Context: an optimization exercise on an open-source flow, tuned for small area and few clock cycles. The choices shown serve that exercise and are no tape-out recipe. In this exercise RTL edits were held to simulation tests only and were not proved equivalent to the original. Power is estimated from default activity; no workload was simulated.

== JK ==
// dcache_top
module dcache_top (
	input  wire        clk,
	input  wire        rst_n,
	input  wire        dp_ren,
	input  wire        dp_wen,
	input  wire [31:0] dp_addr,
	input  wire [31:0] dp_store,
	input  wire        halt,
	output wire        dp_hit,
	output wire [31:0] dp_load,
	output wire        flushed,
	output wire        mem_ren,
	output wire        mem_wen,
	output wire [31:0] mem_addr,
	output wire [31:0] mem_store,
	input  wire        mem_dwait,
	input  wire [31:0] mem_load
);
export LEC_CHECK = 0
export CAP_MARGIN = 20
export CORE_MARGIN = 2
export CORE_UTILIZATION = 60
export CTS_BUF_LIST = sky130_fd_sc_hd__clkbuf_8
export CTS_CLUSTER_DIAMETER = 80
export CTS_CLUSTER_SIZE = 15
export SLEW_MARGIN = 20
create_clock -name core_clock -period 11.0 [get_ports {clk}]
standard.sh (not shown) runs the stock make flow with config.mk's settings and CLKGATE_MAP_FILE= SYNTH_SCRIPT=/design/flow/synth_recipe.tcl, a recipe that flattens the netlist after the stock synthesis.
==> flow/flow/run.sh <==
#!/bin/bash
# Standard ORFS layout, with two sizing changes:
#  - port buffers are plain buf_1 cells instead of the platform's default pick
#  - timing repair may resize a cell into a different footprint
# The make output goes to flow_make.log in the work folder.
set -euo pipefail
bash standard.sh MATCH_CELL_FOOTPRINT=0 "BUFFER_PORTS_ARGS=-buffer_cell sky130_fd_sc_hd__buf_1" finish > flow_make.log 2>&1
Testbench counts of JK, summed over its fixed seeds: cycles 38,848.
What MS does differently from JK at the input level:
- a change of CORE_UTILIZATION from 60 to 72
- an added PLACE_DENSITY of 0.85
## What came out
Looking at launching instance or port of the critical path, the dp_addr[5] result is from JK; the dp_addr[4] one comes from MS. The highest net fanout along the worst path of MS falls short of that of JK by 18%. Worst-path cell with the longest stage delay = sky130_fd_sc_hd__buf_1: JK; worst-path cell with the longest stage delay = sky130_fd_sc_hd__inv_2: MS. Going from JK to MS, async set-or-reset flop fraction in the synthesized netlist roughly the same, worst setup slack went down, routed wire length moved down, highest attainable clock frequency lower, worst hold-check slack now sits lower. Across both runs, floorplan row count was lower for MS than for JK.
The following lists how AL was set up differently from MS:
- removing CTS_BUF_LIST (formerly sky130_fd_sc_hd__clkbuf_8)
- changing CTS_CLUSTER_DIAMETER from 80 to 150
- changing CORE_UTILIZATION from 72 to 60
- changing CTS_CLUSTER_SIZE from 15 to 20
- removing PLACE_DENSITY (formerly 0.85)
Findings:
Between MS and AL, the difference in final worst-path cycle share is negligible.
Summary — total of clock buffers placed in the layout, AL relative to MS: lower, by 3.
Diff MS -> AL: final standard cell area without fillers shows an increase of 880 um^2, routed wire length increased 4200 um.
Of MS and AL, AL shows the lower relative contribution of combinational cells to total power, with MS above it.
Status: setup slack parity (AL, MS)
Input-level comparison between TR and AL:
- setting CTS_BUF_LIST to sky130_fd_sc_hd__clkbuf_8 for the first time
- changing CTS_CLUSTER_SIZE from 20 to 15
- setting PLACE_DENSITY to 0.8 for the first time
- changing CTS_CLUSTER_DIAMETER from 150 to 80
### Flow results
Diff TR and AL: design area higher in AL
Between TR and AL, number of ordinary and repair buffers in the finished layout is higher for TR, AL comes in under that.
Going from AL to TR, global-route wire length before repair shrank by a few percent.
Between TR and AL, global-route total usage across every layer is lower for TR, AL comes in above that.
Of TR and AL, AL shows the lower cell count, with TR above it.


== north ==
dcache_top, a different RTL version from the one above (not shown whole).
Size: about 3900 cells after synthesis, about 1500 flip-flops, about 63000 um^2 of cells after synthesis.
make LEC_CHECK=0 CAP_MARGIN=20 CORE_MARGIN=2 CORE_UTILIZATION=40 CTS_BUF_LIST=sky130_fd_sc_hd__clkbuf_8 SLEW_MARGIN=20 finish   # period 11.0 ns
run.sh (not shown) runs the stock make flow with config.mk's settings and CLKGATE_MAP_FILE= SYNTH_SCRIPT=/design/flow/synth_recipe.tcl, a recipe that flattens the netlist after the stock synthesis.
Stock flow here: none of the scripts above is used.
Having completed the whole flow, north delivered a layout that passed the timing, design-rule and antenna checks.
Testbench counts of north, summed over its fixed seeds: cycles 45,194.
What south does differently from north at the input level:
Settings: CTS_BUF_LIST no longer set, was sky130_fd_sc_hd__clkbuf_8.
### Flow results
south vs north: least setup slack across all paths after layout down
In the reports for south and north, the larger final period utilization belongs to south.
Compared with north, in south number of enable flip-flop cells after synthesis flat, routed wire length down about 1%, global-route wire length before repair down about 1%.
Between south and north, it is south whose power is higher, by 700 uW.
Compared with north, in south cell count decreased by about 2.4% relative to the old numbers; power dissipated by switching net loads climbed about 2.5%.
Higher number of H-tree levels was reported by north, not south.

[static timing again, ports no longer ideal]
Ports are ideal in the flow. The routed layouts listed here were re-timed in OpenROAD. Step 1 sets driving cells, clkbuf_16 on the clock port and buf_2 on the other inputs (assumed; they add their load-dependent delay and slew). Step 2, shift: input delay + t, output delay - t, t = (earliest + latest rising clock arrival at the registers) / 2. This alone moves slack from input paths to output paths. Slacks: no drivers / after step 1 / after step 2; pairs: no drivers / after step 1.
run	shift t [ns]	slack for setup (ns)	worst hold slack (ns)	worst setup path at the end	slew at the worst register clock pin (ns)
JK	0.900	0.691 / 0.662 / 0.662	0.516 / 0.516 / 0.516	input to output	0.11 / 0.11
MS	0.879	0.614 / 0.591 / 0.591	0.511 / 0.511 / 0.511	input to output	0.12 / 0.12
AL	0.774	0.615 / 0.586 / 0.586	0.511 / 0.511 / 0.511	input to output	0.09 / 0.09
TR	0.914	0.753 / 0.729 / 0.729	0.511 / 0.511 / 0.511	input to output	0.11 / 0.11
north	1.016	0.380 / 0.338 / 0.338	0.470 / 0.470 / 0.470	input to output	0.06 / 0.06
south	0.877	0.341 / 0.299 / 0.299	0.471 / 0.471 / 0.471	input to output	0.07 / 0.07
After both steps every run listed still meets setup and hold.
